Context: an optimization exercise on an open-source flow, tuned for small area. The choices shown serve that exercise and are no tape-out recipe. Only simulation tests tie the RTL to the original design; equivalence was not proved. No driver is modelled on the clock port, so clocking that relies on it looks cheaper here than on a real chip. Power and IR drop assume default switching activity.

==> flow/design.v <==
package arm_ctrl_pkg;
  localparam logic [10:0] OP_ADD  = 11'b10001011000;
  localparam logic [10:0] OP_SUB  = 11'b11001011000;
  localparam logic [10:0] OP_AND  = 11'b10001010000;
  localparam logic [10:0] OP_ORR  = 11'b10101010000;
  localparam logic [10:0] OP_LDUR = 11'b11111000010;
  localparam logic [10:0] OP_STUR = 11'b11111000000;
  localparam logic [7:0]  OP_CBZ_PFX = 8'b10110100;
  localparam logic [10:0] OP_EOR  = 11'b11001010000;
  localparam logic [1:0] ALU_OP_MEM    = 2'b00;
  localparam logic [1:0] ALU_OP_BRANCH = 2'b01;
  localparam logic [1:0] ALU_OP_RTYPE  = 2'b10;
  localparam logic [5:0] ALU_CTL_AND   = 6'b000000;
  localparam logic [5:0] ALU_CTL_ORR   = 6'b000001;
  localparam logic [5:0] ALU_CTL_ADD   = 6'b000010;
  localparam logic [5:0] ALU_CTL_SUB   = 6'b000110;
  localparam logic [5:0] ALU_CTL_PASSB = 6'b000111;
endpackage
module arm_mem_bit (
  input  logic clk,
  input  logic d_i,
  input  logic ld_i,
  input  logic hold_i,
  output logic q_o
);
  always_ff @(posedge clk) q_o <= (d_i & ld_i) | (q_o & hold_i);
endmodule
module arm_rd_aoi #(
  parameter int N = 3
) (
  input  logic [N-1:0] d_i,
  input  logic [N-1:0] s_i,
  output logic         y_n_o
);
  assign y_n_o = ~|(d_i & s_i);
endmodule
module arm_rd_ao #(
  parameter int N = 2
) (
  input  logic [N-1:0] d_i,
  input  logic [N-1:0] s_i,
  output logic         y_o
);
  assign y_o = |(d_i & s_i);
endmodule
module arm_data_mem #(
  parameter int MEM_WORDS = 32,
  parameter int ADDR_LSB  = 3
) (
  input  logic        clk,
  input  logic        reset,
  input  logic [63:0] addr_i,
  input  logic [63:0] wdata_i,
  input  logic        we_i,
  input  logic        re_i,
  output logic [63:0] rdata_o
);
  localparam int IDX_W = (MEM_WORDS > 1) ? $clog2(MEM_WORDS) : 1;
  logic [63:0]          mem_q [MEM_WORDS];
  logic [MEM_WORDS-1:0] valid_q;
  logic [IDX_W-1:0]     idx;
  logic [MEM_WORDS-1:0] sel;
  logic [MEM_WORDS-1:0] wsel;
  logic [MEM_WORDS-1:0] hold;
  logic [MEM_WORDS-1:0] rsel;
  assign idx = addr_i[ADDR_LSB +: IDX_W];
  always_comb begin
    for (int i = 0; i < MEM_WORDS; i++) begin
      sel[i]  = (idx == i[IDX_W-1:0]);
      wsel[i] = we_i && sel[i];
      hold[i] = !wsel[i];
      rsel[i] = re_i && !reset && sel[i] && valid_q[i];
    end
  end
  always_ff @(posedge clk or posedge reset) begin
    if (reset) begin
      valid_q <= '0;
    end else begin
      valid_q <= valid_q | wsel;
    end
  end
  for (genvar w = 0; w < MEM_WORDS; w++) begin : gWord
    for (genvar b = 0; b < 64; b++) begin : gBit
      arm_mem_bit uBit (
        .clk   (clk),
        .d_i   (wdata_i[b]),
        .ld_i  (wsel[w]),
        .hold_i(hold[w]),
        .q_o   (mem_q[w][b])
      );
    end
  end
  localparam int NFULL = MEM_WORDS / 3;
  localparam int NREST = MEM_WORDS - 3 * NFULL;
  for (genvar b = 0; b < 64; b++) begin : gRd
    logic [NFULL-1:0] term_n;
    logic             rest;
    for (genvar g = 0; g < NFULL; g++) begin : gGrp
      logic [2:0] col;
      for (genvar i = 0; i < 3; i++) begin : gCol
        assign col[i] = mem_q[3 * g + i][b];
      end
      arm_rd_aoi #(.N(3)) uAoi (
        .d_i  (col),
        .s_i  (rsel[3 * g +: 3]),
        .y_n_o(term_n[g])
      );
    end
    if (NREST > 0) begin : gRest
      logic [NREST-1:0] col;
      for (genvar i = 0; i < NREST; i++) begin : gCol
        assign col[i] = mem_q[3 * NFULL + i][b];
      end
      arm_rd_ao #(.N(NREST)) uAo (
        .d_i(col),
        .s_i(rsel[3 * NFULL +: NREST]),
        .y_o(rest)
      );
    end else begin : gNoRest
      assign rest = 1'b0;
    end
    assign rdata_o[b] = ~&term_n | rest;
  end
endmodule
module arm_ctrl_datamem #(
  parameter int MEM_WORDS = 32,
  parameter int ADDR_LSB  = 3
) (
  input  logic        clk,
  input  logic        reset,
  input  logic [10:0] opcode,
  input  logic [63:0] mem_addr,
  input  logic [63:0] mem_wdata,
  output logic        reg_to_loc,
  output logic        branch,
  output logic        mem_read,
  output logic        mem_to_reg,
  output logic [1:0]  alu_op,
  output logic        mem_write,
  output logic        alu_src,
  output logic        reg_write,
  output logic [5:0]  alu_ctl,
  output logic [63:0] mem_rdata,
  output logic        illegal_op
);
  logic isCbz, isAdd, isSub, isAnd, isOrr, isLdur, isStur, isRtype;
  assign isCbz   = (opcode[10:3] == arm_ctrl_pkg::OP_CBZ_PFX);
  assign isAdd   = (opcode == arm_ctrl_pkg::OP_ADD);
  assign isSub   = (opcode == arm_ctrl_pkg::OP_SUB);
  assign isAnd   = (opcode == arm_ctrl_pkg::OP_AND);
  assign isOrr   = (opcode == arm_ctrl_pkg::OP_ORR);
  assign isLdur  = (opcode == arm_ctrl_pkg::OP_LDUR);
  assign isStur  = (opcode == arm_ctrl_pkg::OP_STUR);
  assign isRtype = isAdd | isSub | isAnd | isOrr;
  assign reg_to_loc = isStur | isCbz;
  assign alu_src    = isLdur | isStur;
  assign mem_to_reg = isLdur;
  assign reg_write  = isRtype | isLdur;
  assign mem_read   = isLdur;
  assign mem_write  = isStur;
  assign branch     = isCbz;
  assign alu_op     = isRtype ? arm_ctrl_pkg::ALU_OP_RTYPE :
                      isCbz   ? arm_ctrl_pkg::ALU_OP_BRANCH : arm_ctrl_pkg::ALU_OP_MEM;
  assign alu_ctl    = isCbz ? arm_ctrl_pkg::ALU_CTL_PASSB :
                      isSub ? arm_ctrl_pkg::ALU_CTL_SUB   :
                      isAnd ? arm_ctrl_pkg::ALU_CTL_AND   :
                      isOrr ? arm_ctrl_pkg::ALU_CTL_ORR   : arm_ctrl_pkg::ALU_CTL_ADD;
  assign illegal_op = ~(isCbz | isRtype | isLdur | isStur);
  arm_data_mem #(
    .MEM_WORDS(MEM_WORDS),
    .ADDR_LSB (ADDR_LSB)
  ) uDataMem (
    .clk    (clk),
    .reset  (reset),
    .addr_i (mem_addr),
    .wdata_i(mem_wdata),
    .we_i   (isStur),
    .re_i   (isLdur),
    .rdata_o(mem_rdata)
  );
endmodule
clock: 10.0 ns
lec_check: 0
cap_margin: 20
core_margin: 2
core_utilization: 65
slew_margin: 20
synth_hierarchical: 1
synth_minimum_keep_size: 0
standard.sh (not shown) runs the stock make flow with config.mk's settings and CLKGATE_MAP_FILE= SYNTH_SCRIPT=/design/flow/synth_recipe.tcl, a recipe that flattens the netlist after the stock synthesis.
==> flow/flow/run.sh <==
#!/bin/bash
# Standard layout with these changes: ports are buffered with buf_2 instead of the resizer's
# default choice, and clock tree synthesis uses larger sink clusters per clkbuf_16, without
# dummy loads. If the estimated clock slew at the flip-flops comes out too high, clock tree
# synthesis is redone with smaller clusters.
set -euo pipefail
WORK=$(pwd)
export RESULTS=$WORK/orfs/results/sky130hd/arm_ctrl_datamem/base
PORTS="BUFFER_PORTS_ARGS=-buffer_cell sky130_fd_sc_hd__buf_2"
cts_args() {
  echo "CTS_ARGS=-sink_clustering_enable -repair_clock_nets -dont_use_dummy_load -sink_clustering_size $1 -sink_clustering_max_diameter $2 -buf_list sky130_fd_sc_hd__clkbuf_16"
}
cur="32 90"
bash standard.sh "$PORTS" "$(cts_args $cur)" cts > standard_to_cts.log 2>&1
n=0
for next in "30 80" "28 75" "26 70" "20 60" "14 50" ""; do
  openroad -no_init -exit flow/clkslew.tcl > clkslew_$n.log 2>&1
  s=$(grep CLKSLEW clkslew_$n.log | awk '{print $2}')
  if [[ -z "$next" ]] || awk -v s="$s" 'BEGIN{exit !(s <= 0.117)}'; then break; fi
  n=$((n+1))
  cur=$next
  bash standard.sh clean_cts > standard_clean_$n.log 2>&1
  bash standard.sh "$PORTS" "$(cts_args $cur)" cts > standard_cts_$n.log 2>&1
done
bash standard.sh "$PORTS" "$(cts_args $cur)" finish > standard_finish.log 2>&1
==> flow/flow/clkslew.tcl <==
# Prints the worst estimated clock slew at any flip-flop clock pin after clock tree synthesis.
set res $::env(RESULTS)
read_liberty $::env(FLOW_HOME)/platforms/sky130hd/lib/sky130_fd_sc_hd__tt_025C_1v80.lib
read_db $res/4_1_cts.odb
read_sdc $res/4_cts.sdc
source $::env(FLOW_HOME)/platforms/sky130hd/setRC.tcl
set_propagated_clock [all_clocks]
estimate_parasitics -placement
set worst 0
foreach pin [get_pins -hierarchical */CLK] {
  set s [get_property $pin slew_max]
  if {$s > $worst} { set worst $s }
}
puts "CLKSLEW $worst"
Edit:
Settings changed: CORE_UTILIZATION 65 to 55.
The changed run finished with timing, DRC and antenna clean.
Power goes up by 1.9%.
Flip-flop and latch count is unchanged.
Cell area goes up by about 0.7%.
Hold slack degrades by 3.1 ps.
Combinational power goes up by about 4%.
Global-route usage goes down by 4.4 points.
Routed wire length goes up by 7.0%.
Clock-buffer cell count goes up by 8.
Critical path depth does not change.
First-iteration DRC count goes down by 12%.
Utilization goes down by 10 points.

========
Setup of run 1:
RTL: the design.v shown in full above, as it stands there.
export LEC_CHECK = 0
export CAP_MARGIN = 20
export CORE_MARGIN = 2
export CORE_UTILIZATION = 63
export SLEW_MARGIN = 20
export SYNTH_HIERARCHICAL = 1
export SYNTH_MINIMUM_KEEP_SIZE = 0
create_clock -name core_clock -period 10.0 [get_ports {clk}]
Scripts as last shown in full above: flow/flow/run.sh, flow/flow/clkslew.tcl
Inputs modified between run 1 and run 2:
- CORE_UTILIZATION now 55, was 63
-- flow/flow/run.sh --
<<< run 1, line 12
}
cur="32 90"
bash standard.sh "$PORTS" "$(cts_args $cur)" cts > standard_to_cts.log 2>&1
n=0
for next in "30 80" "28 75" "26 70" "20 60" "14 50" ""; do
  openroad -no_init -exit flow/clkslew.tcl > clkslew_$n.log 2>&1
  s=$(grep CLKSLEW clkslew_$n.log | awk '{print $2}')
  if [[ -z "$next" ]] || awk -v s="$s" 'BEGIN{exit !(s <= 0.117)}'; then break; fi
  n=$((n+1))
>>> run 2, line 12
}
cur="30 80"
bash standard.sh "$PORTS" "$(cts_args $cur)" cts > standard_to_cts.log 2>&1
n=0
for next in "26 70" "20 60" "14 50" ""; do
  openroad -no_init -exit flow/clkslew.tcl > clkslew_$n.log 2>&1
  s=$(grep CLKSLEW clkslew_$n.log | awk '{print $2}')
  if [[ -z "$next" ]] || awk -v s="$s" 'BEGIN{exit !(s <= 0.115)}'; then break; fi
  n=$((n+1))
Relative to run 1, the pre-CTS setup slack of run 2 is lower by 78 ps.
Run 2 vs run 1 — biggest fanout along the worst timing path dropped 19%.
On share of final-layout standard cells stronger than drive strength 1: run 2 sits above run 1.
Compared with run 1, run 2 shows a lower maximum frequency.
Post-detailed-placement cell area of run 2 exceeds that of run 1 slightly.
Diff run 1 -> run 2: area growth from synthesis to layout grew by 1.6 points; number of filler instances in the final layout grew by 1,880; total design power grew by 0.72 mW; setup slack shrank by 140 ps.
Route | run 2 vs run 1 | wire longer in run 2
Run 2: fraction of power consumed by sequential logic is 3.6 points lower than what run 1 reported.
diff inputs: run 2 => run 3
- CORE_UTILIZATION changed from 55 to 60
--- outcome ---
As of run 3, via count had fallen slightly compared to run 2. Across both runs, total internal power was lower for run 3 than for run 2. Re post-detailed-route wirelength per cell: run 3 is 3.5% down on run 2. Compared with run 2, run 3 shows a higher top fanout value on the critical path. Per the comparison of run 3 with run 2, power consumption fell 0.69 mW; global-route wire length before repair went down by about 4.3%; final non-filler cell total decreased by about 2% relative to the old numbers. Compared with run 2, run 3 shows a lower switching component of the power.
For run 4, these inputs were changed with respect to run 3:
- CORE_UTILIZATION changed from 60 to 55
==> flow/flow/run.sh <==
#!/bin/bash
# Standard layout with three changes: ports are buffered with buf_2 instead of the resizer's
# default choice, and clock tree synthesis clusters up to 25 sinks within 50 um per clkbuf_16
# without inserting dummy loads.
set -euo pipefail
bash standard.sh \
  "BUFFER_PORTS_ARGS=-buffer_cell sky130_fd_sc_hd__buf_2" \
  "CTS_ARGS=-sink_clustering_enable -repair_clock_nets -dont_use_dummy_load -sink_clustering_size 25 -sink_clustering_max_diameter 50 -buf_list sky130_fd_sc_hd__clkbuf_16" \
  finish > standard.log 2>&1
removed: flow/flow/clkslew.tcl
### Flow results
Run 4 ends up with a combinational power share that is 0.2 points lower than in run 3. Final instance area of run 4 exceeds that of run 3 by a few percent. Fraction of cell area in non-clock buffers across run 4 and run 3: no real change. The post-place setup slack of run 4 falls short of that of run 3 by 110 ps. Looking at source of the critical timing path, the opcode[3] result is from run 4; the opcode[5] one comes from run 3.

[what the ideal ports hide]
No port has a modelled driver above. Below, the same layouts with a new extraction and two added sets of constraints. Step 1 assumes that a clkbuf_16 drives the clock port and a buf_2 every other input. Step 2 times the ports against the registers' clock, not the clock port: input delays grow and output delays shrink by t, the midpoint of the rising clock arrivals with the driver on. Slacks: ideal / step 1 / step 2; pairs: ideal / step 1.
| run | t (ns) | slack for setup (ns) | worst data-port slew with drivers (ns) |
|---|---|---|---|
| the first run of note 1 | 0.783 | 1.934 / 1.913 / 1.913 | 0.22 |
| the second run of note 1 | 0.806 | 1.793 / 1.772 / 1.772 | 0.17 |
| run 1 | 0.798 | 1.919 / 1.901 / 1.901 | 0.14 |
| run 2 | 0.857 | 1.775 / 1.754 / 1.754 | 0.18 |
| run 3 | 0.793 | 1.880 / 1.860 / 1.860 | 0.18 |
| run 4 | 0.866 | 1.823 / 1.803 / 1.803 | 0.19 |
After both steps every run listed still meets setup and hold.
